Background: an optimization exercise with open tools, aiming at small area, a short achievable clock period and few clock cycles per item. Do not read the settings as production practice. RTL that was checked went through simulation tests only; none was proved equivalent to the original. Only the layout flow was run in run 5; the RTL was not checked for function there. Power figures rest on the tool's default switching activity, not on a simulated workload.

==> flow/design.v <==
module vvdiv #(
    parameter int VECTOR_SIZE = 16,
    parameter int INT_SIZE    = 16
) (
    input  logic                                  clock,
    input  logic                                  resetn,
    input  logic                                  in_valid,
    output logic                                  in_ready,
    input  logic [VECTOR_SIZE-1:0][INT_SIZE-1:0]  a,
    input  logic [VECTOR_SIZE-1:0][INT_SIZE-1:0]  x,
    output logic                                  out_valid,
    input  logic                                  out_ready,
    output logic [VECTOR_SIZE-1:0][INT_SIZE-1:0]  q,
    output logic [VECTOR_SIZE-1:0][INT_SIZE-1:0]  r,
    output logic [VECTOR_SIZE-1:0]                dz
);
    localparam int ITERS      = 1;
    localparam int LOAD_ITERS = 2;
    localparam int STEPS      = (INT_SIZE - LOAD_ITERS) / ITERS;
    localparam int CW         = $clog2(STEPS + 1);
    logic          busy;
    logic [CW-1:0] cnt;
    logic [VECTOR_SIZE-1:0][INT_SIZE-1:0] xr, rm, qa;
    logic [VECTOR_SIZE-1:0] zr;
    logic idle;
    assign in_ready = idle;
    always_ff @(posedge clock or negedge resetn) begin
        if (!resetn) begin
            idle      <= 1'b1;
            busy      <= 1'b0;
            cnt       <= '0;
            out_valid <= 1'b0;
        end else if (busy) begin
            cnt <= cnt - 1'b1;
            if (cnt == CW'(1)) begin
                busy      <= 1'b0;
                out_valid <= 1'b1;
            end
        end else if (out_valid) begin
            if (out_ready) begin
                out_valid <= 1'b0;
                idle      <= 1'b1;
            end
        end else if (in_valid) begin
            idle <= 1'b0;
            busy <= 1'b1;
            cnt  <= CW'(STEPS);
        end
    end
    task automatic step(input logic [INT_SIZE-1:0] rv, input logic b,
                        input logic [INT_SIZE-1:0] xv,
                        output logic ge, output logic [INT_SIZE-1:0] rn);
        logic [INT_SIZE-1:0] t, g, p, c;
        t = {rv[INT_SIZE-2:0], b};
        g = t & ~xv;
        p = t | ~xv;
        g[0] = t[0] | ~xv[0];
        for (int l = 0; (1 << l) < INT_SIZE; l++) begin
            for (int j = 0; j < INT_SIZE; j++) begin
                if ((j >> l) & 1) begin
                    g[j] = g[j] | (p[j] & g[((j >> l) << l) - 1]);
                    p[j] = p[j] & p[((j >> l) << l) - 1];
                end
            end
        end
        c  = {g[INT_SIZE-2:0], 1'b1};
        ge = rv[INT_SIZE-1] | g[INT_SIZE-1];
        rn = ge ? (t ^ ~xv ^ c) : t;
    endtask
    for (genvar i = 0; i < VECTOR_SIZE; i++) begin : g_lane
        logic [INT_SIZE-1:0] rem_ld, qa_ld, rem_it, qa_it;
        always_comb begin
            logic [LOAD_ITERS-1:0] top, xs, qs, rs;
            top = a[i][INT_SIZE-1 -: LOAD_ITERS];
            xs  = x[i][LOAD_ITERS-1:0];
            qs  = xs == '0 ? '1 : top / xs;
            rs  = xs == '0 ? top : top % xs;
            if ((x[i] >> LOAD_ITERS) != '0) begin
                qs = '0;
                rs = top;
            end
            rem_ld = INT_SIZE'(rs);
            qa_ld  = {a[i][INT_SIZE-LOAD_ITERS-1:0], qs};
            rem_it = rm[i];
            qa_it  = qa[i];
            for (int k = 0; k < ITERS; k++) begin
                logic ge;
                step(rem_it, qa_it[INT_SIZE-1], xr[i], ge, rem_it);
                qa_it = {qa_it[INT_SIZE-2:0], ge};
            end
        end
        always_ff @(posedge clock) begin
            if (busy) begin
                rm[i] <= rem_it;
                qa[i] <= qa_it;
            end else if (idle) begin
                xr[i] <= x[i];
                zr[i] <= x[i] == '0;
                rm[i] <= rem_ld;
                qa[i] <= qa_ld;
            end
        end
        assign q[i]  = qa[i];
        assign r[i]  = rm[i];
        assign dz[i] = zr[i];
    end
endmodule
==> flow/flow/run.sh <==
#!/bin/bash
# The standard layout, with plain buffers on the ports instead of the delay
# buffers buffer_ports picks by default. Every port still gets its own buffer.
set -euo pipefail
export ADDER_MAP_FILE=
export BUFFER_PORTS_ARGS="-buffer_cell sky130_fd_sc_hd__buf_1"
bash standard.sh > standard.log 2>&1
==> flow/standard.sh <==
#!/bin/bash
# synth_recipe.tcl (not shown) runs the flow's synth.tcl, then flattens the netlist and writes it again
# the make line also repeats each setting of config.mk as NAME=value (left out here)
make -C /OpenROAD-flow-scripts/flow DESIGN_CONFIG=/design/flow/config.mk WORK_HOME=/design/flow/orfs CLKGATE_MAP_FILE= SYNTH_SCRIPT=/design/flow/synth_recipe.tcl "${@:-finish}"
==> flow/config.mk <==
export PLATFORM = sky130hd
export DESIGN_NAME = vvdiv
export DESIGN_NICKNAME = vvdiv
export VERILOG_FILES = /design/flow/design.v
export SDC_FILE = /design/flow/constraint.sdc
export NUM_CORES = 4
export LEC_CHECK = 0
export CAP_MARGIN = 20
export CORE_MARGIN = 2
export CORE_UTILIZATION = 40
export SETUP_SLACK_MARGIN = 4.5
export SLEW_MARGIN = 20
==> flow/constraint.sdc <==
create_clock -name core_clock -period 8.0 [get_ports {clock}]
set_input_delay 1.6000 -clock core_clock [delete_from_list [all_inputs] [get_ports {clock}]]
set_output_delay 1.6000 -clock core_clock [all_outputs]
set_load 0.01 [all_outputs]
==> results of run 1 <==
-- synthesized netlist by cell type, drive strengths merged (7+ instances only) --
| master | instances | area [um2] |
|---|---|---|
| edfxtp | 784 | 23500 |
| a21oi | 281 | 1410 |
| inv | 255 | 957 |
| mux2 | 225 | 2530 |
| o21ai | 218 | 1090 |
| xnor2 | 210 | 1840 |
| nand2 | 204 | 766 |
| maj3 | 155 | 1580 |
| or3 | 137 | 857 |
| nor2 | 126 | 473 |
| nand2b | 125 | 790 |
| nor2b | 98 | 613 |
| nand3 | 89 | 455 |
| clkbuf | 83 | 312 |
| nor3 | 58 | 290 |
| a21o | 49 | 368 |
| nor4 | 49 | 307 |
| a31oi | 48 | 307 |
| mux2i | 45 | 450 |
| xor2 | 39 | 342 |
| nand4 | 30 | 188 |
| o221ai | 29 | 290 |
| a21boi | 27 | 233 |
| a311oi | 25 | 219 |
| o41ai | 23 | 284 |
| buf | 22 | 123 |
| o31ai | 20 | 160 |
| and2 | 19 | 119 |
| o211ai | 19 | 143 |
| nand3b | 16 | 120 |
| o22ai | 13 | 81.3 |
| or4 | 13 | 97.6 |
| a2111oi | 12 | 118 |
| a211oi | 12 | 95.1 |
| nor3b | 11 | 82.6 |
| a31o | 10 | 87.6 |
| nor4b | 10 | 87.6 |
| a41oi | 9 | 86.3 |
| o31a | 9 | 78.8 |
| a222oi | 8 | 80.1 |
| a311o | 8 | 80.1 |
| and3 | 8 | 50.1 |
| o22a | 8 | 70.1 |
| o21a | 7 | 52.6 |
-- critical path: cells and delay by family (launching register included) --
family	cells	cell delay (ps)
compound gates	7	1840
simple gates	2	570
flops	1	380
fa+ha+maj	1	350
buf+inv	1	210
-- stage by stage --
stage / hold slack (ps) / area (um2) / std cells / power (uW)
2_1_floorplan: 517 / 43100 / 3713 / 14800
3_3_place_gp: 539 / 48500 / 6073 / 18100
3_5_place_dp: 550 / 48500 / 6073 / 18200
4_1_cts: 557 / 51700 / 6257 / 22700
5_1_grt: 589 / 52600 / 6319 / 24500
6_report: 555 / 52600 / 6329 / 23200
-- repair_timing --
item	CTS	global route
setup buffers	13	36
endpoints found under the setup margin	375	233
gates resized for setup	21	61
pin swaps	8	34
gates cloned	3	8
-- cell usage in the layout, fill, tap and decap left out, types with 136 or more instances in the layout --
cell type,instances
a21oi_1,273
buf_1,1045
edfxtp_1,784
inv_1,255
maj3_1,136
mux2_2,225
nand2_1,203
o21ai_0,208
or3_1,137
xnor2_1,210
-- sequential cells by signal, indices dropped and copies added (netlist names) --
| name | flops |
|---|---|
| rm | 256 |
| out_valid | 1 |
| xr | 256 |
| busy | 1 |
| cnt | 4 |
| zr | 16 |
| qa | 256 |
| idle | 1 |
-- final timing paths --
kind,end,slack [ps],cells after the start
min reg2reg,qa[225],560,2
min in group asynchronous,cnt[1],840,1
max in group asynchronous,idle,6850,1
min,qa[225],560,2
max,rm[12],4490,11
max reg2reg,rm[12],4490,11
-- cells by family after synthesis --
| group | Yosys count |
|---|---|
| xor gates and xnor gates | 249 |
| DFF | 791 |
| AOI/OAI and AO/OA | 879 |
| and+or+nand+nor | 1006 |
| adders and majority gates | 155 |
| buffers and inverters | 363 |
| muxes | 270 |
-- layout make-up --
type	count	area, um2	share of cell area [%]
sequential	791	23700	45.1
antenna	26	65.1	0.124
tap	1403	1760	3.34
multi-input combinational	2567	18500	35.2
clock inverter	59	572	1.09
timing repair buffer	1116	4630	8.79
clock buffer	109	2390	4.54
inverter	258	976	1.85
-- power groups by stage --
stage / sequential [uW] / combinational (uW) / clock [uW]
CTS: 8680 / 9740 / 4310
detailed placement: 8740 / 9490 / 0
global route: 8910 / 11100 / 4460
global placement: 8720 / 9370 / 0
finish: 8710 / 10200 / 4250
floorplan: 8710 / 6140 / 0
-- layer usage --
layer / vias to the layer above / wire [um] / global-route usage, %
li1: 16400 / - / -
met1: 17700 / 64100 / 34.6
met2: 1523 / 74500 / 44.1
met3: 351 / 12900 / 6.76
met4: 18 / 8070 / 12.2
met5: - / 115 / 0
==> metrics.cfg, run 1 <==
[timing]
rsz0062_at_grt = yes
final-hold-violation-count = 0
fin_tns_setup_ps = 0
fmaxAchievable_ghz = 0.285
setup_viol = 0
max_slew.worst_pin.slew_ps = 1090
setup_ws_ps = 4490
finalCritPeriodShare_pct = 43.9
relSlewSlack_pct = 26.5
final_max_slew_viol_count = 0
period_needed_ps = 3510
fin_skew_ps = 22.6

[logic_synthesis]
syn-mean-instance-area_um2 = 11.6
ys_seq_area_share_pct = 55.1
synthXorXnorAreaFrac_pct = 5.07
syn_area_um2 = 43000
synth_ff_type = edfxtp_1
synth_fa_ha_area_share_pct = 3.66
yosys.area_share.simple_pct = 12.6
ys_warn_count = 1
synth_seq_cells = 791
ys_async_sr_fraction_pct = 0.885
syn_inst = 3713
synth_edf_count = 784
synth_top_family_by_area = compound AO/OA/AOI/OAI gates
syn-num-nets = 4229
ys_types = 91
synth_compound_area_share_pct = 13.4
muxShareOfSynthArea_pct = 6.93

[clock_tree]
h-tree-depth = 3
clock_path_buffers = 3
cts_made_buffers = 91
tritoncts = yes
path_clk_slew_ps = 60
hold_buffers = 0
clk_latency_ps = 680
cts_sinks = 791
clockRootBuffer = clkbuf_16

[setup_path]
crit_start = xr[0]
end_kind = flip-flop
required_ps = 8490
cpMostUsedCell = a211oi_4
r2r-start = xr[0]
slowest_delay_ps = 510
slowest_stage = o41ai_4
crit_arrival_ps = 4000
crit_chain = nor2b_1 -> maj3_2 -> a221oi_2 -> o21ai_2 -> a211oi_4 -> a211oi_4 -> o41ai_4 -> buf_4 -> a31oi_4 -> or3_1 -> a21oi_1
critPathMaxFanout = 8
critical_path_class = reg -> reg
crit_path_start_kind = flip-flop

[floorplan]
core_um2 = 107000
die_y_um = 332
num_rows = 120
chipWidth_um = 332
die_area_um2 = 110000
start_util_pct = 40.3
boundaryPins = 1046

[pwr]
ir_drop_v = 0.000240
p_sw_uw = 9730
intPower_uw = 13500
swShare_pct = 41.9
p_comb_share_pct = 44.1
seqPwrFrac_pct = 37.5
powerDensity_nw_per_um2 = 441
leakagePower_uw = 0.0183
power_frac_clock_pct = 18.3

[final_layout]
nNetsFinal = 5341
drive_gt1_share_pct = 11.4
area_delta_synth_final_pct = 22.2
final_util_pct = 49.2
fillers = 9861

[placement]
gp_congestion = 0.943
place_ws_ps = 4010
io_buffers = 1045
hpwl_um = 118000

[routing]
avgViaCountPerCell = 5.69
drtAntennaViolNets = 0
drt_pass1_iterations = 6
drc_errors = 0
wirelength_um = 160000
drt_iter0_drc = 3132
routedWlPerCell_um = 25.2
num_vias = 36000

[run_status]
outcome = finished clean

[grt]
grt_pass1_wl_um = 224000
overflow = 0
antenna_found_initial = 43
grt_pass1_vias = 32800
grt_max_degree = 172
grtUsageTotal_pct = 27.3

[flow_run]
maxCapViolCount = 0

[hold_path]
min_from = qa[224]
holdCritPathClass = reg -> reg

Testbench counts, summed over its fixed seeds: cycles 4,096, items 256.
==> inputs of run 2 (changes only) <==
--- a/flow/config.mk
+++ b/flow/config.mk
@@ -7,6 +7,7 @@
 export LEC_CHECK = 0
+export ABC_AREA = 1
 export CAP_MARGIN = 20
 export CORE_MARGIN = 2
-export CORE_UTILIZATION = 40
-export SETUP_SLACK_MARGIN = 4.5
+export CORE_UTILIZATION = 60
+export SETUP_SLACK_MARGIN = 5.0
 export SLEW_MARGIN = 20
==> run 2 against run 1 <==
Effect of this change:
- the run now fails in I/O pin placement
- synthesized cell count increased by 60%
- area after synthesis is 8.6% higher
==> metrics.cfg, run 2 <==
[logic_synthesis]
syn_area_um2 = 46800
syn_inst = 5947
synthXorXnorAreaFrac_pct = 2.10
muxShareOfSynthArea_pct = 0
synth_edf_count = 784
synth_top_cell_by_area = edfxtp_1
synth_seq_cells = 791
syn-mean-instance-area_um2 = 7.86
syn-num-nets = 6463
ys_async_sr_fraction_pct = 0.885
synth_ff_type = edfxtp_1
ys_types = 42
synth_top_area_share_pct = 50.3
synth_compound_area_share_pct = 6.21
synth_top_family_by_area = simple AND/OR/NAND/NOR gates
yosys.area_share.simple_pct = 32.4
ys_warn_count = 1
yosys-top-cells-area = edfxtp_1 50%, nand2_1 17%, inv_1 6.2%
ys_seq_area_share_pct = 50.7
synth_fa_ha_area_share_pct = 0
synthTopCellsByCount = 2171 x nand2_1, 784 x edfxtp_1, 770 x inv_1
yosysMostFrequentCell = nand2_1

[run_status]
failing_step = I/O pin placement
outcome = aborted with a tool error
stop_error = [ERROR PPL-0024] Number of IO pins (1046) exceeds maximum number of available positions (1020). Increase the die perimeter from 1132.72um to 1422.56um.

[floorplan]
chipWidth_um = 283
num_rows = 102
die_y_um = 283
start_util_pct = 60.5

-- run 2: cell count changes after synthesis, moves of 91 or more --
cell      previous run  this run
nor2b_1             98         0
nand2_2              0        91
inv_1              255       770
nand2b_1           124         0
nand2_1            204      2171
maj3_1             136         0
a21oi_1            280       147
or3_1              137         0
xnor2_1            210        52
mux2_2             225         0
nand3_1             87       306
nor2_1             126       732
-- run 2: cells by family after synthesis --
group                     after synthesis
AOI/OAI and AO/OA                     479
xor gates and xnor gates              112
buffers and inverters                 995
DFF                                   791
and+or+nand+nor                      3570
==> inputs of run 3 (changes only) <==
--- a/flow/config.mk
+++ b/flow/config.mk
@@ -11,2 +11,4 @@
 export CORE_UTILIZATION = 60
+export CTS_CLUSTER_DIAMETER = 100
+export CTS_CLUSTER_SIZE = 30
 export SETUP_SLACK_MARGIN = 5.0
==> run 3 against run 2 <==
Effect of this change:
- the flow again stops in I/O pin placement
- synthesized cell count unchanged
- area after synthesis stayed put
==> metrics.cfg, run 3 <==
[run_status]
outcome = aborted with a tool error
stop_error = [ERROR PPL-0024] Number of IO pins (1046) exceeds maximum number of available positions (1020). Increase the die perimeter from 1132.72um to 1422.56um.
failing_step = I/O pin placement

[floorplan]
die_y_um = 283
num_rows = 102
chipWidth_um = 283
start_util_pct = 60.5

[logic_synthesis]
ys_seq_area_share_pct = 50.7
synthTopCellsByCount = 2171 x nand2_1, 784 x edfxtp_1, 770 x inv_1
synth_seq_cells = 791
syn_inst = 5947
syn_area_um2 = 46800
yosys-top-cells-area = edfxtp_1 50%, nand2_1 17%, inv_1 6.2%
synth_edf_count = 784
ys_types = 42
ys_warn_count = 1
syn-num-nets = 6463
syn-mean-instance-area_um2 = 7.86
yosysMostFrequentCell = nand2_1
ys_async_sr_fraction_pct = 0.885
synth_top_area_share_pct = 50.3
synth_ff_type = edfxtp_1
synth_top_cell_by_area = edfxtp_1

[run 3: cell counts after synthesis]
Identical to the previous run, type by type.
[run 3: cell families after synthesis]
| family | synth area share (%) |
|---|---|
| AND/OR/NAND/NOR | 32.4 |
| buffers and inverters | 8.57 |
| flip-flops | 50.7 |
| AO/OA/AOI/OAI | 6.21 |
| XOR/XNOR | 2.10 |
==> inputs of run 4 (changes only) <==
--- a/flow/config.mk
+++ b/flow/config.mk
@@ -10,5 +10,3 @@
 export CORE_MARGIN = 2
-export CORE_UTILIZATION = 60
-export CTS_CLUSTER_DIAMETER = 100
-export CTS_CLUSTER_SIZE = 30
+export CORE_UTILIZATION = 40
 export SETUP_SLACK_MARGIN = 5.0
==> run 4 against run 3 <==
Effect of this change:
- the run now finishes clean
- area after synthesis did not move
- synthesized cell count stayed put
==> metrics.cfg, run 4 <==
[clock_tree]
cts_sinks = 791
h-tree-depth = 3
clock_path_buffers = 3
cts_made_buffers = 92
path_clk_slew_ps = 60
tritoncts = yes
clockRootBuffer = clkbuf_16
hold_buffers = 0
clk_latency_ps = 670

[grt]
busiest_layer = met2
use_met3_pct = 4.61
antenna_found_initial = 23
grt_max_degree = 176
overflow = 0
grt_pass1_vias = 39500
use_met1_pct = 31.0
grt_pass1_wl_um = 234000
grtUsageTotal_pct = 25.2
met2_usage_pct = 42.9

[final_layout]
multi_input_area_um2 = 19100
mostFrequentLayoutCell = nand2_1
fillers = 11500
nNetsFinal = 7535
final_cell_mix = 2170 x nand2_1, 970 x buf_1, 784 x edfxtp_1, 770 x inv_1, 731 x nor2_1
seq_area_um2 = 23700
layout_top_registers = qa (256), rm (256), xr (256)
final_cells = 8635
area_delta_synth_final_pct = 18.8
drive_gt1_share_pct = 8.59

[floorplan]
core_um2 = 116000
start_util_pct = 40.3
num_rows = 125
boundaryPins = 1046
chipWidth_um = 346
die_area_um2 = 120000
die_y_um = 346

[flow_run]
maxCapViolCount = 0

[setup_path]
crit_arrival_ps = 1430
slowest_delay_ps = 560
crit_buf_inv = 1
critical_path_class = reg -> out
slowest_stage = edfxtp_1
end_kind = output port
crit_path_start_kind = flip-flop
required_ps = 6400
path_delay_family = flip-flops
critPathMaxFanout = 2
crit_chain = clkbuf_2

[timing]
period_needed_ps = 3030
relSlewSlack_pct = 19.0
final_max_slew_viol_count = 0
final-hold-violation-count = 0
fin_tns_setup_ps = 0
fin_skew_ps = 30.7
fmaxAchievable_ghz = 0.331
finalCritPeriodShare_pct = 37.8
setup_viol = 0
max_slew.worst_pin.slew_ps = 1220
rsz0062_at_grt = yes

[routing]
routedWlPerCell_um = 18.2
drtAntennaViolNets = 0
drt_pass1_iterations = 6
drc_errors = 0
avgViaCountPerCell = 4.97
wirelength_um = 157000
num_vias = 43000
drt_iter0_drc = 3210

[run_status]
outcome = finished clean

[hold_path]
holdCritPathClass = reg -> reg

[logic_synthesis]
syn-mean-instance-area_um2 = 7.86
syn_inst = 5947
synthTopCellsByCount = 2171 x nand2_1, 784 x edfxtp_1, 770 x inv_1
synth_seq_cells = 791
yosysMostFrequentCell = nand2_1
synth_edf_count = 784
synth_top_area_share_pct = 50.3
ys_async_sr_fraction_pct = 0.885
syn-num-nets = 6463
yosys-top-cells-area = edfxtp_1 50%, nand2_1 17%, inv_1 6.2%
synth_ff_type = edfxtp_1
syn_area_um2 = 46800
ys_seq_area_share_pct = 50.7
ys_warn_count = 1
synth_top_cell_by_area = edfxtp_1
ys_types = 42

[placement]
dpl.cell_count = 8405
gp_congestion = 0.959
io_buffers = 1045
hpwl_um = 117000

[pwr]
powerDensity_nw_per_um2 = 467
leakagePower_uw = 0.0264
ir_drop_v = 0.000246

## run 4: cell counts after synthesis
Identical to the previous run, type by type.
## run 4: power by group
part	switching (uW)	internal [uW]
sequential	1390	7290
combinational	8960	4120
clock	1770	2430
total	12100	13800
## run 4: worst paths after layout
| path | start | to | slack [ps] | cells after the start |
|---|---|---|---|---|
| min reg2reg | cnt[3] | cnt[3] | 470 | 1 |
| min | cnt[3] | cnt[3] | 470 | 1 |
| max in group asynchronous | resetn | idle | 6860 | 1 |
| max | qa[129] | q[129] | 4970 | 1 |
| max reg2reg | idle | zr[0] | 5200 | 4 |
| min in group asynchronous | resetn | cnt[0] | 830 | 1 |
## run 4: what timing repair did
item / in CTS / in global routing
resized for setup: 78 / 11
pin swaps: 1 / 0
setup endpoints to repair: 504 / 194
buffers inserted: 37 / 5
cloned: 2 / 0
endpoints found under the hold margin: 0 / 0
## run 4: cells by family after synthesis
| group | after synthesis | synth area share (%) |
|---|---|---|
| AOI/OAI and AO/OA | 479 | 6.21 |
| xor gates and xnor gates | 112 | 2.10 |
| buffers and inverters | 995 | 8.57 |
| DFF | 791 | 50.7 |
| and+or+nand+nor | 3570 | 32.4 |
## run 4: final cells by class
cell class | count | share of cell area, %
well taps | 1524 | 3.43
flip-flops and latches | 791 | 42.7
inverters | 870 | 5.90
clock buffers | 111 | 4.35
repair buffers | 1101 | 8.25
multi-input cells | 4163 | 34.4
diodes | 20 | 0.0901
clock inverters | 55 | 0.930
## run 4: metrics by stage
stage / hold WS, ps / utilization, % / setup slack (ps) / total power, uW / instance area [um2]
finish: 467 / 47.9 / 4970 / 26000 / 55600
detailed placement: 467 / 44.9 / 4370 / 21500 / 52100
CTS: 475 / 47.8 / 4930 / 26100 / 55500
floorplan: 435 / - / 2750 / 17700 / 46800
global route: 507 / 47.9 / 4940 / 28100 / 55500
global placement: 458 / 44.9 / 4270 / 21300 / 52100
## run 4: routing by layer
layer / vias up / share of wire [%]
met4: 8 / 4.8
met1: 20000 / 41
met5: - / 0.030
li1: 21200 / -
met2: 1437 / 48
met3: 281 / 6.1
==> inputs of run 5 (changes only) <==
--- a/flow/design.v
+++ b/flow/design.v
@@ -17,3 +17,3 @@
     localparam int ITERS      = 1;
-    localparam int LOAD_ITERS = 2;
+    localparam int LOAD_ITERS = 4;
     localparam int STEPS      = (INT_SIZE - LOAD_ITERS) / ITERS;
==> run 5 against run 4 <==
Effect of this change:
- final area is 15% higher
- largest cell class unchanged
- critical endpoint is now rm[64]
- area after synthesis is 2.7% higher
- critical path depth is 18 higher
- critical path type is now in -> reg
- hold slack better by 12 ps
- core utilization is 5.5 points higher
==> metrics.cfg, run 5 <==
[run_status]
outcome = finished clean

[routing]
wl_met3_um = 12600
drtAntennaViolNets = 0
num_vias = 47400
drt_pass1_iterations = 6
m1WireLength_um = 69700
drc_errors = 0
wl_met2_um = 86900
avgViaCountPerCell = 5.18
routedWlPerCell_um = 19.9
highest_layer = met5
wirelength_um = 182000
drt_iter0_drc = 3471

[pwr]
ir_drop_v = 0.000291
p_sw_uw = 11800
leakagePower_uw = 0.0283
power_frac_clock_pct = 17.3
p_comb_share_pct = 49.8
powerDensity_nw_per_um2 = 410
intPower_uw = 14300
finalPower_uw = 26100
swShare_pct = 45.1
seqPwrFrac_pct = 32.9

[clock_tree]
clock_path_buffers = 3
tritoncts = yes
cts_sinks = 791
clockRootBuffer = clkbuf_16
cts_made_buffers = 96
h-tree-depth = 3
clk_latency_ps = 710
path_clk_slew_ps = 60

[timing]
fin_skew_ps = 23.3
fin_tns_setup_ps = 0
setup_viol = 0
setup_ws_ps = 4770
fmaxAchievable_ghz = 0.310
relSlewSlack_pct = 25.7
final_max_slew_viol_count = 0
final-hold-violation-count = 0
max_slew.worst_pin.slew_ps = 1110
finalCritPeriodShare_pct = 40.3
rsz0062_at_grt = yes
period_needed_ps = 3230

[floorplan]
core_um2 = 119000
start_util_pct = 40.2
chipWidth_um = 350
die_area_um2 = 123000
boundaryPins = 1046
num_rows = 127
die_y_um = 350

[logic_synthesis]
yosys.area_share.simple_pct = 27.1
ys_async_sr_fraction_pct = 0.885
yosysMostFrequentCell = nand2_1
syn-num-nets = 6568
synthXorXnorAreaFrac_pct = 3.88
muxShareOfSynthArea_pct = 0
synth_top_cell_by_area = edfxtp_1
ys_warn_count = 1
yosys-top-cells-area = edfxtp_1 49%, nand2_1 15%, inv_1 6.5%
synth_top_family_by_area = simple AND/OR/NAND/NOR gates
synth_ff_type = edfxtp_1
synth_seq_cells = 791
synth_fa_ha_area_share_pct = 0
ys_seq_area_share_pct = 49.4
syn-mean-instance-area_um2 = 7.93
synth_compound_area_share_pct = 11.5
synth_top_area_share_pct = 49.0
synthTopCellsByCount = 1884 x nand2_1, 836 x inv_1, 784 x edfxtp_1
ys_types = 62
syn_area_um2 = 48000
synth_edf_count = 784
syn_inst = 6052

[placement]
hpwl_um = 129000
gp_congestion = 0.947
io_buffers = 1045
place_ws_ps = 3800
dpl.cell_count = 8600

[setup_path]
critPathMaxFanout = 6
crit_chain = buf_12 -> nor2_4 -> o221ai_4 -> o21ai_2 -> nand2_1 -> a21oi_2 -> nand2_2 -> nand2_4 -> inv_4 -> o21ai_4 -> nand2_2 -> a21oi_4 -> inv_2 -> nand2_4 -> nand2_8 -> nand3_2 -> nand2_1 -> nand3_1 -> nand2_1
slowest_stage = a21oi_2
cpMostUsedCell = nand2_1
required_ps = 8450
crit_path_start_kind = input port
slowest_delay_ps = 190
critical_path_class = in -> reg
crit_arrival_ps = 3680
end_kind = flip-flop

[final_layout]
drive_gt1_share_pct = 20.7
final_cells = 9151
final_cell_mix = 1652 x nand2_1, 799 x buf_1, 786 x inv_1, 784 x edfxtp_1, 595 x nor2_1
mostFrequentLayoutCell = nand2_1
fillers = 11200
area_delta_synth_final_pct = 32.9
nNetsFinal = 7943
layout_top_registers = qa (256), rm (256), xr (256)

[grt]
grtUsageTotal_pct = 27.2
antenna_found_initial = 41
grt_pass1_vias = 43400
grt_pass1_wl_um = 256000
overflow = 0
grt_max_degree = 208

[hold_path]
holdCritPathClass = reg -> reg

[flow_run]
maxCapViolCount = 0

==> run 5: cell count changes in the layout (fill, tap and decap cells not counted), sizes merged, moves of 60 or more <==
cell / before / now
nor2: 740 / 680
a21oi: 185 / 315
nand2: 2307 / 1955
xor2: 60 / 126
buf: 1096 / 1351
o21ai: 205 / 406
==> run 5: critical path: cells and delay by family <==
family	cells	cell delay (ps)
AOI/OAI and AO/OA	5	840
buffers and inverters	3	210
and+or+nand+nor	11	1020
==> run 5: what timing repair did <==
item	4_1_cts	5_1_grt
hold endpoints to repair	0	0
cloned	7	9
gates resized for setup	599	762
pin swaps	212	347
setup endpoints to repair	836	343
buffers inserted	193	132
hold buffers	0	0
==> run 5: logic make-up after synthesis <==
family / after synthesis
simple gates: 3134
buf+inv: 997
compound gates: 918
flops: 791
xor+xnor: 212
==> run 5: metrics by stage <==
step	hold WS, ps	cell area (um2)	utilization [%]
floorplan	440	48100	-
global placement	463	53600	44.8
detailed placement	468	53600	44.8
CTS	480	59900	50.1
global route	524	63800	53.4
finish	479	63800	53.4
==> run 5: path summary, 6_finish.rpt <==
path	from	slack, ps	end	depth (start not counted)
setup / recovery	x[66]	4770	rm[64]	19
hold / removal	cnt[3]	480	cnt[3]	1
setup reg to reg	busy	5000	qa[147]	5
hold reg to reg	cnt[3]	480	cnt[3]	1
max in group asynchronous	resetn	6910	idle	1
min in group asynchronous	resetn	780	cnt[3]	1
==> run 5: power groups by stage <==
stage | combinational (uW) | sequential [uW] | clock [uW]
global placement | 11200 | 8680 | 0
finish | 13000 | 8610 | 4520
floorplan | 7140 | 8990 | 0
detailed placement | 11400 | 8690 | 0
CTS | 12200 | 8580 | 4580
global route | 14300 | 8770 | 4720
==> run 5: layer usage <==
layer | track usage, % | vias up
li1 | - | 22700
met1 | 32.0 | 22400
met2 | 45.3 | 1782
met3 | 5.93 | 484
met4 | 17.2 | 16
met5 | 0 | -
==> run 5: area by class of cell <==
type	instances	area, um2	area share (%)
clock buffer	117	2500	3.92
antenna	31	77.6	0.122
tap	1612	2020	3.16
sequential	791	23700	37.2
multi-input combinational	4276	23600	37.0
timing repair inverter	3	26.3	0.0412
clock inverter	62	663	1.04
timing repair buffer	1392	7770	12.2
inverter	867	3430	5.38
==> inputs of run 6 (changes only) <==
--- a/flow/design.v
+++ b/flow/design.v
@@ -17,3 +17,3 @@
     localparam int ITERS      = 1;
-    localparam int LOAD_ITERS = 4;
+    localparam int LOAD_ITERS = 3;
     localparam int STEPS      = (INT_SIZE - LOAD_ITERS) / ITERS;
--- a/flow/config.mk
+++ b/flow/config.mk
@@ -11,2 +11,3 @@
 export CORE_UTILIZATION = 40
+export CTS_BUF_LIST = sky130_fd_sc_hd__clkbuf_8
 export SETUP_SLACK_MARGIN = 5.0
==> run 6 against run 5 <==
Effect of this change:
- critical path depth down 18
- hold slack about the same
- flip-flop and latch count unchanged
- via count fell by 2.9%
- routed wire length down 5.5%
- synthesized cell count down 2.3%
- combinational power up 15%
- first-iteration DRC count fell by 0.61%
- power up 3.8%
- final cell count decreased by 0.30%
- sequential share of layout area is 1.5 points higher
- critical path type is now reg -> out
==> metrics.cfg, run 6 <==
[run_status]
outcome = finished clean

[floorplan]
start_util_pct = 40.2
core_um2 = 118000
boundaryPins = 1046
chipWidth_um = 348
num_rows = 126
die_area_um2 = 121000
die_y_um = 348

[logic_synthesis]
synth_seq_cells = 791
synth_top_cell_by_area = edfxtp_1
synthTopCellsByCount = 1910 x nand2_1, 784 x edfxtp_1, 784 x inv_1
synth_edf_count = 784
yosys-top-cells-area = edfxtp_1 50%, nand2_1 15%, inv_1 6.2%
syn_inst = 5913
ys_seq_area_share_pct = 50.1
syn-num-nets = 6429
syn-mean-instance-area_um2 = 8.00
ys_warn_count = 1
syn_area_um2 = 47300
ys_types = 54
ys_async_sr_fraction_pct = 0.885
yosysMostFrequentCell = nand2_1
synth_ff_type = edfxtp_1
synth_top_area_share_pct = 49.8

[routing]
wirelength_um = 172000
routedWlPerCell_um = 18.9
drc_errors = 0
avgViaCountPerCell = 5.04
num_vias = 46000
drt_pass1_iterations = 6
drtAntennaViolNets = 0
drt_iter0_drc = 3450

[grt]
grt_pass1_vias = 42100
overflow = 0
antenna_found_initial = 44
grt_pass1_wl_um = 248000
grtUsageTotal_pct = 27.0
grt_max_degree = 178

[final_layout]
seq_area_um2 = 23700
final_util_pct = 52.1
layout_top_registers = qa (256), rm (256), xr (256)
drive_gt1_share_pct = 18.1
mostFrequentLayoutCell = nand2_1
final_cell_mix = 1909 x nand2_1, 817 x inv_1, 784 x edfxtp_1, 661 x nor2_1, 556 x buf_1
fin_area_um2 = 61200
multi_input_area_um2 = 19900
nNetsFinal = 7957
fillers = 11200
area_delta_synth_final_pct = 29.5

[pwr]
powerDensity_nw_per_um2 = 443
ir_drop_v = 0.000266
leakagePower_uw = 0.0292
finalPower_uw = 27100

[hold_path]
holdCritPathClass = reg -> reg
min_from = cnt[3]
min_path_cells = 1
hold_end = cnt[3]

[setup_path]
slowest_stage = edfxtp_1
crit_buf_inv = 1
crit_arrival_ps = 1630
required_ps = 6400
crit_chain = buf_1
slowest_delay_ps = 570
end_kind = output port
critical_path_class = reg -> out
timing.rr.end = rm[226]
r2r-start = rm[233]
critPathMaxFanout = 2
crit_path_start_kind = flip-flop
rrSetupSlack_ps = 5080
path_delay_family = flip-flops
r2r_cells = 12

[clock_tree]
hold_buffers = 0
path_clk_slew_ps = 60
cts_sinks = 791
tritoncts = yes
clock_path_buffers = 3
clk_latency_ps = 880
cts_made_buffers = 150
clockRootBuffer = clkbuf_8
h-tree-depth = 4

[timing]
final_max_slew_viol_count = 0
final-hold-violation-count = 0
setup_viol = 0
period_needed_ps = 3230
fmaxAchievable_ghz = 0.309
rsz0062_at_grt = yes
fin_skew_ps = 49.9
relSlewSlack_pct = 30.7
holdWs_ps = 478
finalCritPeriodShare_pct = 40.4
fin_tns_setup_ps = 0
max_slew.worst_pin.slew_ps = 1040

[flow_run]
maxCapViolCount = 0

[placement]
placed_cell_area_um2 = 52600
io_buffers = 1045
hpwl_um = 125000
gp_congestion = 0.950

[run 6: changes by cell type in the layout (fill, tap and decap cells not counted), sizes merged, moves of 15 or more]
cell | previous run | this run
clkbuf | 157 | 319
a21oi | 315 | 201
nand3 | 315 | 373
xnor2 | 86 | 42
or2 | 26 | 57
a31oi | 36 | 7
inv | 868 | 842
o221ai | 36 | 13
o211ai | 20 | 42
nand4 | 52 | 71
o21bai | 21 | 3
o31ai | 2 | 19
nor4 | 49 | 34
xor2 | 126 | 111
[run 6: area by class of cell]
class | count | share of cell area [%]
flip-flops and latches | 791 | 38.7
diodes | 39 | 0.159
well taps | 1536 | 3.14
clock buffers | 153 | 3.44
multi-input cells | 4186 | 32.5
clock inverters | 107 | 0.999
inverters | 803 | 4.94
repair buffers | 1509 | 16.1
[run 6: per-layer routing]
layer,routed length (um),part of all wire [%],GRT usage [%],up-vias
met5,69,0.040,0,-
met4,9990,5.8,15.3,10
met3,12600,7.3,5.73,404
met2,81400,47,44.6,1673
met1,68200,40,32.6,21400
li1,-,-,-,22500
[run 6: worst max path at each step]
stage	from	depth (start not counted)	end	slack, ps
2_1_floorplan	busy	4	xr[0]	2790
3_3_place_gp	busy	6	rm[162]	4320
3_5_place_dp	busy	6	rm[130]	4300
4_1_cts	qa[130]	1	q[130]	4700
5_1_grt	qa[175]	1	q[175]	4720
6_report	qa[175]	1	q[175]	4770
[run 6: report_power, final]
part / internal [uW] / total (uW) / leakage (uW) / switching, uW
combinational: 6110 / 15000 / 0.0197 / 8860
clock: 1910 / 3840 / 0.00151 / 1920
sequential: 7150 / 8340 / 0.00796 / 1180
[run 6: per-stage QoR]
stage,worst slack (ps),instances
6_report,4770,9124
2_1_floorplan,2790,5913
4_1_cts,4700,8940
3_3_place_gp,4320,8376
3_5_place_dp,4300,8376
5_1_grt,4720,9116
[run 6: kinds of logic after synthesis]
family,after synthesis,synth area share (%)
xor+xnor,153,2.83
buf+inv,937,7.99
compound gates,788,9.81
simple gates,3244,29.2
flops,791,50.1
[run 6: repair_timing]
action / CTS / global route
setup buffers: 302 / 145
endpoints found under the setup margin: 1151 / 629
gates cloned: 2 / 0
resized for setup: 744 / 266
pin swaps: 1 / 0
Testbench counts of run 6, summed over its fixed seeds: cycles 3,840, items 256.
==> inputs of run 7 (changes only) <==
--- a/flow/config.mk
+++ b/flow/config.mk
@@ -11,3 +11,3 @@
 export CORE_UTILIZATION = 40
-export CTS_BUF_LIST = sky130_fd_sc_hd__clkbuf_8
+export CTS_BUF_LIST = sky130_fd_sc_hd__clkbuf_4
 export SETUP_SLACK_MARGIN = 5.0
==> run 7 against run 6 <==
Effect of this change:
- still clean
- core utilization up 0.071 points
- count of clock-buffer cells in the layout grew 170
- die area unchanged
- non-clock buffer count fell by 1
- fmax down 9.6%
==> metrics.cfg, run 7 <==
[timing]
final_max_slew_viol_count = 0
setup_viol = 0
finalCritPeriodShare_pct = 44.7
rsz0062_at_grt = yes
fin_skew_ps = 79.4
fmaxAchievable_ghz = 0.280
final-hold-violation-count = 0
period_needed_ps = 3580
max_slew.worst_pin.slew_ps = 1270
fin_tns_setup_ps = 0
holdWs_ps = 364
relSlewSlack_pct = 15.6

[routing]
routedWlPerCell_um = 18.7
avgViaCountPerCell = 5.01
wl_met2_um = 81100
m1WireLength_um = 67100
drc_errors = 0
drtAntennaViolNets = 0
wl_met3_um = 14100
wirelength_um = 173000
num_vias = 46400
highest_layer = met5
drt_pass1_iterations = 6
drt_iter0_drc = 3429

[pwr]
powerDensity_nw_per_um2 = 442
ir_drop_v = 0.000263
leakagePower_uw = 0.0293

[logic_synthesis]
syn-num-nets = 6429
synth_top_area_share_pct = 49.8
syn_area_um2 = 47300
synth_edf_count = 784
syn-mean-instance-area_um2 = 8.00
synthTopCellsByCount = 1910 x nand2_1, 784 x edfxtp_1, 784 x inv_1
yosys-top-cells-area = edfxtp_1 50%, nand2_1 15%, inv_1 6.2%
ys_async_sr_fraction_pct = 0.885
yosysMostFrequentCell = nand2_1
syn_inst = 5913
ys_seq_area_share_pct = 50.1
synth_ff_type = edfxtp_1
ys_types = 54
synth_top_cell_by_area = edfxtp_1
synth_seq_cells = 791
ys_warn_count = 1

[floorplan]
die_area_um2 = 121000
core_um2 = 118000
num_rows = 126
die_y_um = 348
boundaryPins = 1046
chipWidth_um = 348
start_util_pct = 40.2

[setup_path]
critical_path_class = reg -> out
critPathMaxFanout = 2
r2r_cells = 12
slowest_delay_ps = 560
crit_path_start_kind = flip-flop
end_kind = output port
path_delay_family = flip-flops
crit_buf_inv = 1
timing.rr.end = rm[226]
slowest_stage = edfxtp_1
required_ps = 6400
crit_chain = buf_1
rrSetupSlack_ps = 5120
crit_arrival_ps = 1980
r2r-start = rm[233]

[hold_path]
holdCritPathClass = in -> async

[final_layout]
mostFrequentLayoutCell = nand2_1
fillers = 11300
final_cell_mix = 1909 x nand2_1, 784 x inv_1, 784 x edfxtp_1, 661 x nor2_1, 554 x buf_1
area_delta_synth_final_pct = 29.7
final_cells = 9264
nNetsFinal = 8031
final_util_pct = 52.1
drive_gt1_share_pct = 19.8
layout_top_registers = qa (256), rm (256), xr (256)

[clock_tree]
clk_latency_ps = 1240
cts_sinks = 791
clockRootBuffer = clkbuf_4
clock_path_buffers = 3
hold_buffers = 0
cts_made_buffers = 225
h-tree-depth = 4
path_clk_slew_ps = 70
tritoncts = yes

[grt]
antenna_found_initial = 44
overflow = 0
grt_pass1_vias = 42900
grt_pass1_wl_um = 250000
grt_max_degree = 178
grtUsageTotal_pct = 27.1

[placement]
dpl.cell_count = 8376
io_buffers = 1045
gp_congestion = 0.950
hpwl_um = 125000

[flow_run]
maxCapViolCount = 0

[run_status]
outcome = finished clean

==> run 7: layout make-up <==
cell class                 count  area [um2]  share of cell area (%)
clock buffer                 323        2420                    3.95
inverter                     803        3030                    4.94
antenna                       45         113                   0.184
timing repair buffer        1508        9860                    16.1
sequential                   791       23700                    38.7
clock inverter                72         358                   0.584
tap                         1536        1920                    3.13
multi-input combinational   4186       19900                    32.5
==> run 7: cells by family after synthesis <==
family          synth area share, %
buf+inv                        7.99
simple gates                   29.2
xor+xnor                       2.83
flops                          50.1
compound gates                 9.81
==> run 7: worst max-delay path by stage <==
stage,to,startpoint,cells past startpoint
6_report,q[175],qa[175],1
5_1_grt,q[130],qa[130],1
4_1_cts,q[130],qa[130],1
3_5_place_dp,rm[130],busy,6
3_3_place_gp,rm[162],busy,6
2_1_floorplan,xr[0],busy,4
==> run 7: what timing repair did <==
item,4_1_cts,5_1_grt
setup endpoints to repair,1102,698
gates cloned,2,0
buffers inserted,295,151
gates resized for setup,738,278
pin swaps,1,0
endpoints found under the hold margin,0,0
==> run 7: where the power goes <==
part	switching, uW	internal, uW
combinational	8850	6110
clock	1920	1890
sequential	1180	7150
total	12000	15100
==> run 7: per-stage QoR <==
stage	total power, uW	worst slack [ps]	cell area [um2]
CTS	26300	4310	59500
global placement	20100	4320	52600
detailed placement	20300	4300	52600
floorplan	16600	2790	47300
global route	29000	4250	61300
finish	27100	4420	61300
==> run 7: per-layer routing <==
metal  vias up  GRT usage, %
met2      1754          44.5
met1     21400          32.3
met4        12          16.1
li1      22800             -
met3       434          6.51
met5         -             0
==> inputs of run 8 (changes only) <==
--- a/flow/config.mk
+++ b/flow/config.mk
@@ -11,3 +11,3 @@
 export CORE_UTILIZATION = 40
-export CTS_BUF_LIST = sky130_fd_sc_hd__clkbuf_4
+export PLACE_DENSITY = 0.75
 export SETUP_SLACK_MARGIN = 5.0
==> run 8 against run 7 <==
Effect of this change:
- still clean on timing, DRC and antenna
- first-iteration DRC count grew 46%
- non-clock buffer count down 373
- sequential power rose by 1%
- flip-flop and latch count unchanged
- hold slack better by 110 ps
- final cell count down 6.7%
- largest cell class unchanged
- largest power group unchanged
==> metrics.cfg, run 8 <==
[run_status]
outcome = finished clean

[pwr]
intPower_uw = 13900
power_frac_clock_pct = 17.8
powerDensity_nw_per_um2 = 449
ir_drop_v = 0.000311
p_comb_share_pct = 49.2
p_sw_uw = 11700
leakagePower_uw = 0.0259
swShare_pct = 45.7
seqPwrFrac_pct = 33.0

[logic_synthesis]
ys_seq_area_share_pct = 50.1
ys_async_sr_fraction_pct = 0.885
yosysMostFrequentCell = nand2_1
synth_ff_type = edfxtp_1
syn_area_um2 = 47300
ys_warn_count = 1
ys_types = 54
syn_inst = 5913
syn-num-nets = 6429
syn-mean-instance-area_um2 = 8.00
synth_edf_count = 784
synthTopCellsByCount = 1910 x nand2_1, 784 x edfxtp_1, 784 x inv_1
synth_top_area_share_pct = 49.8
synth_seq_cells = 791
synth_top_cell_by_area = edfxtp_1
yosys-top-cells-area = edfxtp_1 50%, nand2_1 15%, inv_1 6.2%

[timing]
period_needed_ps = 3060
final-hold-violation-count = 0
fin_skew_ps = 39.3
relSlewSlack_pct = 16.7
fmaxAchievable_ghz = 0.327
holdWs_ps = 477
rsz0062_at_grt = yes
setup_viol = 0
finalCritPeriodShare_pct = 38.3
max_slew.worst_pin.slew_ps = 1250
fin_tns_setup_ps = 0
final_max_slew_viol_count = 0

[clock_tree]
path_clk_slew_ps = 60
clockRootBuffer = clkbuf_16
clk_latency_ps = 720
tritoncts = yes
clock_path_buffers = 3
h-tree-depth = 3
cts_sinks = 791
cts_made_buffers = 95

[grt]
met2_usage_pct = 42.4
grt_pass1_vias = 41700
use_met3_pct = 7.12
use_met1_pct = 33.5
grt_pass1_wl_um = 250000
overflow = 0
busiest_layer = met2
antenna_found_initial = 31
grtUsageTotal_pct = 27.2
grt_max_degree = 159

[final_layout]
mostFrequentLayoutCell = nand2_1
area_delta_synth_final_pct = 20.4
fillers = 11100
drive_gt1_share_pct = 8.41
fin_area_um2 = 56900
nNetsFinal = 7528
layout_top_registers = qa (256), rm (256), xr (256)
final_cell_mix = 1909 x nand2_1, 905 x buf_1, 784 x inv_1, 784 x edfxtp_1, 661 x nor2_1

[routing]
drc_errors = 0
drtAntennaViolNets = 0
routedWlPerCell_um = 20.0
drt_pass1_iterations = 7
drt_iter0_drc = 5000
num_vias = 45900
wirelength_um = 173000
avgViaCountPerCell = 5.30

[setup_path]
crit_start = qa[239]
end_kind = output port
rrSetupSlack_ps = 5090
crit_path_start_kind = flip-flop
critPathMaxFanout = 2
r2r-start = idle
slowest_delay_ps = 560
critical_path_class = reg -> out
crit_chain = buf_1
crit_buf_inv = 1
crit_arrival_ps = 1460
required_ps = 6400
slowest_stage = edfxtp_1
path_delay_family = flip-flops

[placement]
gp_congestion = 1.03
placed_cell_area_um2 = 52600
hpwl_um = 131000
io_buffers = 1045

[hold_path]
min_from = cnt[3]
holdCritPathClass = reg -> reg

[floorplan]
core_um2 = 118000
chipWidth_um = 348
boundaryPins = 1046
start_util_pct = 40.2
die_y_um = 348
die_area_um2 = 121000
num_rows = 126

[flow_run]
maxCapViolCount = 0

[run 8: worst paths after layout]
kind                       endpoint  depth (start not counted)
min in group asynchronous      busy                          1
max in group asynchronous      idle                          1
hold / removal               cnt[3]                          1
hold reg to reg              cnt[3]                          1
setup reg to reg             xr[61]                          4
setup / recovery             q[239]                          1
[run 8: per-layer routing]
layer / up-vias / share of wire, % / wire [um]
li1: 21700 / - / -
met5: - / 0.046 / 80
met1: 21400 / 38 / 65700
met4: 12 / 6.9 / 11900
met3: 465 / 10 / 17800
met2: 2278 / 45 / 77300
[run 8: power by group through the flow]
stage | Combinational (uW) | Sequential [uW] | Clock, uW
3_5_place_dp | 11700 | 8620 | 0
3_3_place_gp | 11400 | 8610 | 0
6_report | 12600 | 8430 | 4550
2_1_floorplan | 7680 | 8880 | 0
5_1_grt | 13900 | 8570 | 4750
4_1_cts | 12400 | 8390 | 4600
[run 8: cell type report]
type / count / area (um2) / area share, %
tap: 1536 / 1920 / 3.38
antenna: 21 / 52.6 / 0.0923
sequential: 791 / 23700 / 41.7
multi-input combinational: 4186 / 19900 / 34.9
inverter: 803 / 3030 / 5.32
clock buffer: 106 / 2440 / 4.29
clock inverter: 69 / 754 / 1.33
timing repair buffer: 1135 / 5140 / 9.02
[run 8: repair_timing]
| action | 4_1_cts | 5_1_grt |
|---|---|---|
| gates cloned | 0 | 1 |
| pin swaps | 0 | 1 |
| gates resized for setup | 177 | 32 |
| setup buffers | 65 | 9 |
| setup endpoints to repair | 647 | 499 |
| hold buffers | 0 | 0 |
[run 8: kinds of logic after synthesis]
family	after synthesis	synth area share, %
xor gates and xnor gates	153	2.83
DFF	791	50.1
buffers and inverters	937	7.99
AOI/OAI and AO/OA	788	9.81
and+or+nand+nor	3244	29.2
[run 8: metrics by stage]
step                setup WS [ps]  instances  power [uW]  util, %
detailed placement           4090       8376       20300     44.7
global route                 4900       8638       27200     48.4
floorplan                    2790       5913       16600        -
finish                       4940       8647       25600     48.4
CTS                          4790       8616       25400     48.2
global placement             4090       8376       20000     44.7
==> inputs of run 9 (changes only) <==
--- a/flow/config.mk
+++ b/flow/config.mk
@@ -11,3 +11,3 @@
 export CORE_UTILIZATION = 40
-export PLACE_DENSITY = 0.75
+export PLACE_DENSITY = 0.45
 export SETUP_SLACK_MARGIN = 5.0
==> run 9 against run 8 <==
Effect of this change:
- area after synthesis unchanged
- non-clock buffer count decreased by 38
- combinational power about the same
- fmax increased by 0.48%
- final cell count decreased by 0.21%
- critical path type unchanged
- largest cell class unchanged
==> metrics.cfg, run 9 <==
[floorplan]
core_um2 = 118000
die_area_um2 = 121000
chipWidth_um = 348
start_util_pct = 40.2
die_y_um = 348
boundaryPins = 1046
num_rows = 126

[grt]
grt_pass1_vias = 40200
grt_pass1_wl_um = 259000
antenna_found_initial = 52
grtUsageTotal_pct = 28.7
grt_max_degree = 181
overflow = 0

[logic_synthesis]
synth_top_area_share_pct = 49.8
yosysMostFrequentCell = nand2_1
syn-mean-instance-area_um2 = 8.00
ys_types = 54
syn-num-nets = 6429
yosys-top-cells-area = edfxtp_1 50%, nand2_1 15%, inv_1 6.2%
synthTopCellsByCount = 1910 x nand2_1, 784 x edfxtp_1, 784 x inv_1
syn_area_um2 = 47300
synth_edf_count = 784
syn_inst = 5913
synth_seq_cells = 791
synth_ff_type = edfxtp_1
ys_seq_area_share_pct = 50.1
synth_top_cell_by_area = edfxtp_1
ys_async_sr_fraction_pct = 0.885
ys_warn_count = 1

[final_layout]
layout_top_registers = qa (256), rm (256), xr (256)
drive_gt1_share_pct = 7.96
multi_input_area_um2 = 19900
mostFrequentLayoutCell = nand2_1
seq_area_um2 = 23700
area_delta_synth_final_pct = 19.7
fillers = 11900
final_cell_mix = 1909 x nand2_1, 893 x buf_1, 784 x inv_1, 784 x edfxtp_1, 660 x nor2_1
nNetsFinal = 7493

[run_status]
outcome = finished clean

[clock_tree]
clockRootBuffer = clkbuf_16
cts_made_buffers = 97
clock_path_buffers = 3
path_clk_slew_ps = 60
tritoncts = yes
clk_latency_ps = 690
h-tree-depth = 3
cts_sinks = 791
hold_buffers = 0

[pwr]
leakagePower_uw = 0.0257
ir_drop_v = 0.000267
powerDensity_nw_per_um2 = 445

[routing]
drtAntennaViolNets = 0
avgViaCountPerCell = 5.06
routedWlPerCell_um = 20.7
wirelength_um = 179000
drc_errors = 0
num_vias = 43700
drt_pass1_iterations = 6
drt_iter0_drc = 3143

[timing]
setup_viol = 0
rsz0062_at_grt = yes
setup_ws_ps = 4950
finalCritPeriodShare_pct = 38.1
final_max_slew_viol_count = 0
fin_tns_setup_ps = 0
fmaxAchievable_ghz = 0.328
period_needed_ps = 3050
max_slew.worst_pin.slew_ps = 981
final-hold-violation-count = 0
relSlewSlack_pct = 34.5
fin_skew_ps = 24.3

[setup_path]
slowest_delay_ps = 550
crit_arrival_ps = 1450
crit_buf_inv = 1
path_delay_family = flip-flops
rrSetupSlack_ps = 5170
critPathMaxFanout = 2
end_kind = output port
timing.rr.end = qa[176]
critical_path_class = reg -> out
crit_chain = clkbuf_2
crit_path_start_kind = flip-flop
r2r-start = busy
r2r_cells = 6
required_ps = 6400
slowest_stage = edfxtp_1

[placement]
place_ws_ps = 4310
io_buffers = 1045
hpwl_um = 136000
gp_congestion = 0.922

[hold_path]
hold_end = cnt[3]
min_path_cells = 1
min_from = cnt[3]
holdCritPathClass = reg -> reg

[flow_run]
maxCapViolCount = 0

-- run 9: cell counts after synthesis --
No cell type changed its count.
-- run 9: where the power goes --
group | internal (uW) | total, uW | switching, uW
logic | 3980 | 12400 | 8380
registers | 7150 | 8410 | 1260
clock network | 2570 | 4440 | 1870
-- run 9: how the worst max path moves through the flow --
| stage | start | end | cells after the start |
|---|---|---|---|
| final | qa[175] | q[175] | 1 |
| after global routing | zr[6] | dz[6] | 1 |
| after CTS | qa[34] | q[34] | 1 |
| after detailed placement | busy | rm[233] | 3 |
| after global placement | busy | cnt[1] | 8 |
| after floorplan | busy | xr[0] | 4 |
-- run 9: routing by layer --
metal / GRT usage (%) / share of wire (%) / vias to the layer above / wire length [um]
li1: - / - / 21600 / -
met4: 15.9 / 6.4 / 22 / 11500
met5: 0 / 0.084 / - / 151
met3: 6.06 / 6.5 / 377 / 11700
met2: 48.3 / 48 / 1381 / 85200
met1: 34.3 / 39 / 20300 / 70500
-- run 9: timing repair --
| action | 4_1_cts | 5_1_grt |
|---|---|---|
| setup buffers | 30 | 3 |
| cloned | 3 | 1 |
| setup endpoints to repair | 1011 | 185 |
| pin swaps | 2 | 0 |
| gates resized for setup | 180 | 21 |
-- run 9: final cells by class --
| type | count | area share, % |
|---|---|---|
| clock buffer | 113 | 4.39 |
| antenna | 36 | 0.159 |
| clock inverter | 66 | 1.10 |
| inverter | 803 | 5.35 |
| multi-input combinational | 4187 | 35.1 |
| sequential | 791 | 41.9 |
| timing repair buffer | 1097 | 8.59 |
| tap | 1536 | 3.39 |
-- run 9: cell families (layout without fill, tap and decap cells) --
family                    count (synthesis)  after routing  synth area share [%]
buffers and inverters                   937           2079                  7.99
xor gates and xnor gates                153            153                  2.83
other                                     0             36                     0
and+or+nand+nor                        3244           3246                  29.2
DFF                                     791            791                  50.1
AOI/OAI and AO/OA                       788            788                  9.81
-- run 9: per-stage QoR --
step           cell area [um2]  hold WS [ps]  cells  power, uW  util [%]
4_1_cts                  56400           482   8588      25300      47.9
2_1_floorplan            47300           440   5913      16600         -
3_3_place_gp             52600           469   8376      20400      44.7
6_report                 56600           481   8629      25200      48.2
3_5_place_dp             52600           472   8376      20500      44.7
5_1_grt                  56600           501   8612      27200      48.1
==> inputs of run 10 (changes only) <==
--- a/flow/config.mk
+++ b/flow/config.mk
@@ -11,3 +11,4 @@
 export CORE_UTILIZATION = 40
-export PLACE_DENSITY = 0.45
+export CTS_CLUSTER_DIAMETER = 60
+export CTS_CLUSTER_SIZE = 20
 export SETUP_SLACK_MARGIN = 5.0
==> run 10 against run 9 <==
Effect of this change:
- via count is 1.0% higher
- first-iteration DRC count is 7.9% higher
- register-to-register slack is essentially flat
- critical path depth did not move
- synthesized cell count unchanged
- largest power group unchanged
- area after synthesis is the same
- die area unchanged
- count of clock-buffer cells in the layout down 12
==> metrics.cfg, run 10 <==
[run_status]
outcome = finished clean

[timing]
fin_tns_setup_ps = 0
setup_viol = 0
finalCritPeriodShare_pct = 38.5
rsz0062_at_grt = yes
fmaxAchievable_ghz = 0.325
relSlewSlack_pct = 31.1
final_max_slew_viol_count = 0
final-hold-violation-count = 0
max_slew.worst_pin.slew_ps = 1030
fin_skew_ps = 30.2
period_needed_ps = 3080

[setup_path]
crit_chain = buf_1
slowest_stage = edfxtp_1
critPathMaxFanout = 2
crit_path_start_kind = flip-flop
crit_arrival_ps = 1480
end_kind = output port
required_ps = 6400
path_delay_family = flip-flops
crit_buf_inv = 1
slowest_delay_ps = 570
critical_path_class = reg -> out

[pwr]
finalPower_uw = 25500
intPower_uw = 13900
swShare_pct = 45.6
powerDensity_nw_per_um2 = 447
power_frac_clock_pct = 18.4
leakagePower_uw = 0.0260
ir_drop_v = 0.000279
p_sw_uw = 11600
p_comb_share_pct = 48.8
seqPwrFrac_pct = 32.8

[clock_tree]
clock_path_buffers = 3
path_clk_slew_ps = 70
hold_buffers = 0
cts_sinks = 791
tritoncts = yes
cts_made_buffers = 95
h-tree-depth = 3
clockRootBuffer = clkbuf_16
clk_latency_ps = 720

[grt]
antenna_found_initial = 41
grt_pass1_vias = 40400
grt_max_degree = 178
grt_pass1_wl_um = 243000
overflow = 0
grtUsageTotal_pct = 26.4

[final_layout]
area_delta_synth_final_pct = 20.9
nNetsFinal = 7526
layout_top_registers = qa (256), rm (256), xr (256)
fin_area_um2 = 57200
drive_gt1_share_pct = 9.06
final_cell_mix = 1909 x nand2_1, 883 x buf_1, 784 x inv_1, 784 x edfxtp_1, 661 x nor2_1
mostFrequentLayoutCell = nand2_1

[logic_synthesis]
ys_seq_area_share_pct = 50.1
syn_area_um2 = 47300
yosys-top-cells-area = edfxtp_1 50%, nand2_1 15%, inv_1 6.2%
syn-num-nets = 6429
yosysMostFrequentCell = nand2_1
synth_top_cell_by_area = edfxtp_1
synthTopCellsByCount = 1910 x nand2_1, 784 x edfxtp_1, 784 x inv_1
syn_inst = 5913
synth_ff_type = edfxtp_1
ys_types = 54
synth_top_area_share_pct = 49.8
synth_edf_count = 784
syn-mean-instance-area_um2 = 8.00
ys_warn_count = 1
ys_async_sr_fraction_pct = 0.885
synth_seq_cells = 791

[flow_run]
maxCapViolCount = 0

[routing]
num_vias = 44100
drc_errors = 0
drt_pass1_iterations = 5
avgViaCountPerCell = 5.10
wirelength_um = 167000
routedWlPerCell_um = 19.3
drt_iter0_drc = 3391
drtAntennaViolNets = 0

[hold_path]
holdCritPathClass = reg -> reg

[floorplan]
die_y_um = 348
start_util_pct = 40.2
core_um2 = 118000
die_area_um2 = 121000
chipWidth_um = 348
num_rows = 126
boundaryPins = 1046

[placement]
gp_congestion = 0.950
placed_cell_area_um2 = 52600
io_buffers = 1045
hpwl_um = 125000

## run 10: cell counts after synthesis
No cell type changed its count.
## run 10: worst reg2reg max path, delay by kind of cell, from the launching register on
family	cells	cell delay [ps]
flops	1	820
compound gates	2	300
buf+inv	3	1590
## run 10: path summary, 6_finish.rpt
path                       slack [ps]  startpoint  cells after the start  endpoint
min                               480      cnt[3]                      1    cnt[3]
max                              4920     qa[175]                      1    q[175]
min reg2reg                       480      cnt[3]                      1    cnt[3]
max in group asynchronous        6770      resetn                      1      busy
min in group asynchronous         830      resetn                      1    cnt[2]
max reg2reg                      5160        busy                      5    rm[39]
## run 10: final cells by class
cell class	count	area, um2
diodes	37	92.6
clock buffers	101	2440
clock inverters	76	908
fillers	11600	60400
inverters	803	3030
multi-input cells	4186	19900
flip-flops and latches	791	23700
well taps	1536	1920
repair buffers	1133	5180
## run 10: per-layer routing
layer	GRT usage [%]	share of wire [%]
met3	5.54	7.2
met2	43.1	47
met1	32.2	40
met4	15.1	6.1
met5	0	0.041
## run 10: power by group through the flow
stage / sequential [uW] / combinational, uW / clock (uW)
6_report: 8380 / 12500 / 4690
5_1_grt: 8550 / 13900 / 4910
4_1_cts: 8370 / 12400 / 4770
3_5_place_dp: 8560 / 11700 / 0
2_1_floorplan: 8880 / 7680 / 0
3_3_place_gp: 8570 / 11500 / 0
## run 10: stage by stage
step / std cells / util, % / hold slack, ps / worst slack (ps)
CTS: 8609 / 48.3 / 476 / 4890
finish: 8663 / 48.6 / 479 / 4920
global placement: 8376 / 44.7 / 465 / 4320
detailed placement: 8376 / 44.7 / 464 / 4300
global route: 8656 / 48.6 / 505 / 4890
floorplan: 5913 / - / 440 / 2790
## run 10: timing repair
action / CTS / global route
pin swaps: 1 / 0
resized for setup: 219 / 36
setup buffers: 54 / 17
setup endpoints to repair: 791 / 208
cloned: 2 / 0
## run 10: logic make-up after synthesis
| kind of cell | synth area share [%] |
|---|---|
| DFF | 50.1 |
| xor gates and xnor gates | 2.83 |
| AOI/OAI and AO/OA | 9.81 |
| buffers and inverters | 7.99 |
| and+or+nand+nor | 29.2 |
==> inputs of run 11 (changes only) <==
--- a/flow/config.mk
+++ b/flow/config.mk
@@ -11,4 +11,4 @@
 export CORE_UTILIZATION = 40
-export CTS_CLUSTER_DIAMETER = 60
-export CTS_CLUSTER_SIZE = 20
+export CTS_CLUSTER_DIAMETER = 50
+export CTS_CLUSTER_SIZE = 16
 export SETUP_SLACK_MARGIN = 5.0
==> run 11 against run 10 <==
Effect of this change:
- non-clock buffer count is 43 higher
- register-to-register slack worse by 20 ps
- still clean on timing, DRC and antenna
- critical endpoint unchanged
- hold slack worse by 1.4 ps
- first-iteration DRC count hardly changed
- via count is 0.47% higher
- core utilization is 0.88 points higher
- count of clock-buffer cells in the layout is 26 higher
==> metrics.cfg, run 11 <==
[timing]
relSlewSlack_pct = 26.6
fin_tns_setup_ps = 0
fmaxAchievable_ghz = 0.322
max_slew.worst_pin.slew_ps = 1100
period_needed_ps = 3100
setup_viol = 0
rsz0062_at_grt = yes
fin_skew_ps = 35.9
final_max_slew_viol_count = 0
finalCritPeriodShare_pct = 38.8
final-hold-violation-count = 0

[floorplan]
chipWidth_um = 348
boundaryPins = 1046
die_y_um = 348
num_rows = 126
die_area_um2 = 121000
start_util_pct = 40.2
core_um2 = 118000

[logic_synthesis]
ys_seq_area_share_pct = 50.1
syn-num-nets = 6429
synth_edf_count = 784
yosys-top-cells-area = edfxtp_1 50%, nand2_1 15%, inv_1 6.2%
syn-mean-instance-area_um2 = 8.00
ys_async_sr_fraction_pct = 0.885
synth_top_area_share_pct = 49.8
yosysMostFrequentCell = nand2_1
synth_ff_type = edfxtp_1
syn_inst = 5913
syn_area_um2 = 47300
synth_seq_cells = 791
synthTopCellsByCount = 1910 x nand2_1, 784 x edfxtp_1, 784 x inv_1
ys_types = 54
ys_warn_count = 1
synth_top_cell_by_area = edfxtp_1

[grt]
overflow = 0
grt_pass1_wl_um = 244000
grt_pass1_vias = 40700
antenna_found_initial = 41
grt_max_degree = 178
grtUsageTotal_pct = 26.4

[setup_path]
crit_arrival_ps = 1500
end_kind = output port
crit_path_start_kind = flip-flop
slowest_delay_ps = 570
slowest_stage = edfxtp_1
critical_path_class = reg -> out
crit_chain = buf_1
crit_buf_inv = 1
critPathMaxFanout = 2
path_delay_family = flip-flops
required_ps = 6400

[placement]
io_buffers = 1045
gp_congestion = 0.950
placed_cell_area_um2 = 52600
hpwl_um = 125000
dpl.cell_count = 8376

[pwr]
leakagePower_uw = 0.0266
intPower_uw = 14500
powerDensity_nw_per_um2 = 453
ir_drop_v = 0.000281
p_comb_share_pct = 48.2
swShare_pct = 44.8
power_frac_clock_pct = 20.2
p_sw_uw = 11800
seqPwrFrac_pct = 31.6

[final_layout]
multi_input_area_um2 = 19900
layout_top_registers = qa (256), rm (256), xr (256)
nNetsFinal = 7590
final_cell_mix = 1909 x nand2_1, 860 x buf_1, 784 x inv_1, 784 x edfxtp_1, 661 x nor2_1
area_delta_synth_final_pct = 23.1
seq_area_um2 = 23700
fillers = 11500
final_cells = 8750
drive_gt1_share_pct = 10.3
mostFrequentLayoutCell = nand2_1
fin_area_um2 = 58200

[routing]
drtAntennaViolNets = 0
drt_pass1_iterations = 6
drt_iter0_drc = 3393
num_vias = 44300
wirelength_um = 167000
routedWlPerCell_um = 19.1
avgViaCountPerCell = 5.07
drc_errors = 0

[run_status]
outcome = finished clean

[clock_tree]
clockRootBuffer = clkbuf_16
clock_path_buffers = 3
tritoncts = yes
cts_made_buffers = 116
h-tree-depth = 3
path_clk_slew_ps = 60
clk_latency_ps = 740
cts_sinks = 791

[hold_path]
holdCritPathClass = reg -> reg

[flow_run]
maxCapViolCount = 0

[run 11: power groups by stage]
stage | logic, uW | clock network [uW] | registers (uW)
finish | 12700 | 5320 | 8340
detailed placement | 11700 | 0 | 8560
global placement | 11500 | 0 | 8570
floorplan | 7680 | 0 | 8880
global route | 14200 | 5550 | 8500
CTS | 12600 | 5390 | 8320
[run 11: kinds of logic (layout without fill, tap and decap cells)]
kind of cell	count (synthesis)	count (layout)	synth area share, %
AOI/OAI and AO/OA	788	788	9.81
xor gates and xnor gates	153	153	2.83
buffers and inverters	937	2198	7.99
other	0	39	0
DFF	791	791	50.1
and+or+nand+nor	3244	3245	29.2
[run 11: final timing paths]
path	startpoint	to	slack, ps	cells after the start
min in group asynchronous	resetn	cnt[2]	820	1
max reg2reg	busy	rm[210]	5140	6
max	qa[175]	q[175]	4900	1
min	cnt[3]	cnt[3]	480	1
min reg2reg	cnt[3]	cnt[3]	480	1
max in group asynchronous	resetn	busy	6790	1
[run 11: area by class of cell]
class	instances	area share (%)
repair buffers	1176	9.56
clock inverters	92	1.72
well taps	1536	3.30
diodes	39	0.168
flip-flops and latches	791	40.8
inverters	803	5.21
clock buffers	127	5.13
multi-input cells	4186	34.2
[run 11: through the flow]
stage | utilization, % | setup WS (ps) | total power, uW | hold slack (ps)
2_1_floorplan | - | 2790 | 16600 | 440
3_3_place_gp | 44.7 | 4320 | 20100 | 465
3_5_place_dp | 44.7 | 4300 | 20300 | 464
4_1_cts | 49.2 | 4860 | 26300 | 475
5_1_grt | 49.5 | 4870 | 28200 | 503
6_report | 49.5 | 4900 | 26400 | 477
[run 11: what timing repair did]
| item | 4_1_cts | 5_1_grt |
|---|---|---|
| hold endpoints to repair | 0 | 0 |
| pin swaps | 1 | 0 |
| cloned | 1 | 0 |
| endpoints found under the setup margin | 829 | 454 |
| hold buffers | 0 | 0 |
| buffers inserted | 96 | 19 |
| resized for setup | 259 | 38 |
[run 11: per-layer routing]
layer	up-vias	share of wire (%)	GRT usage, %
li1	21800	-	-
met4	6	6.0	14.7
met3	358	7.0	5.16
met1	20600	40	32.5
met5	-	0.024	0
met2	1545	47	43.6

## re-timing with driven ports
The flow's constraints put no driver on any port. The routed layouts listed below were extracted and timed again, unchanged, in two steps. Step 1 (the two cells are an assumption about what drives the block):
set clk [get_ports {clock}]
set_driving_cell -lib_cell sky130_fd_sc_hd__clkbuf_16 $clk
set_driving_cell -lib_cell sky130_fd_sc_hd__buf_2 [delete_from_list [all_inputs] $clk]
Step 2 times the ports against the registers' clock, not the clock port: input delays grow and output delays shrink by t, the midpoint of the rising clock arrivals with the driver on. Slacks: no drivers / after step 1 / after step 2; pairs: no drivers / after step 1.
run	shift t [ns]	slack for setup (ns)	worst register clock-pin slew, ns	cell pins on the clock port's net
run 1	0.743	4.487 / 4.487 / 4.122	0.07 / 0.07	1
run 4	0.728	4.975 / 4.900 / 4.476	0.07 / 0.07	1
run 5	0.774	4.773 / 4.767 / 3.993	0.07 / 0.07	1
run 6	0.930	4.767 / 4.694 / 4.359	0.07 / 0.07	1
run 7	1.268	4.425 / 4.354 / 4.328	0.08 / 0.08	1
run 8	0.771	4.938 / 4.860 / 4.416	0.07 / 0.07	1
run 9	0.763	4.952 / 4.869 / 4.474	0.06 / 0.06	1
run 10	0.784	4.920 / 4.841 / 4.347	0.09 / 0.09	1
run 11	0.797	4.898 / 4.820 / 4.388	0.07 / 0.07	1
After both steps setup and hold are still met in every run listed. For run 5, which loses most, drivers alone change the setup slack by -0.006 ns; drivers and shift together by -0.780 ns.
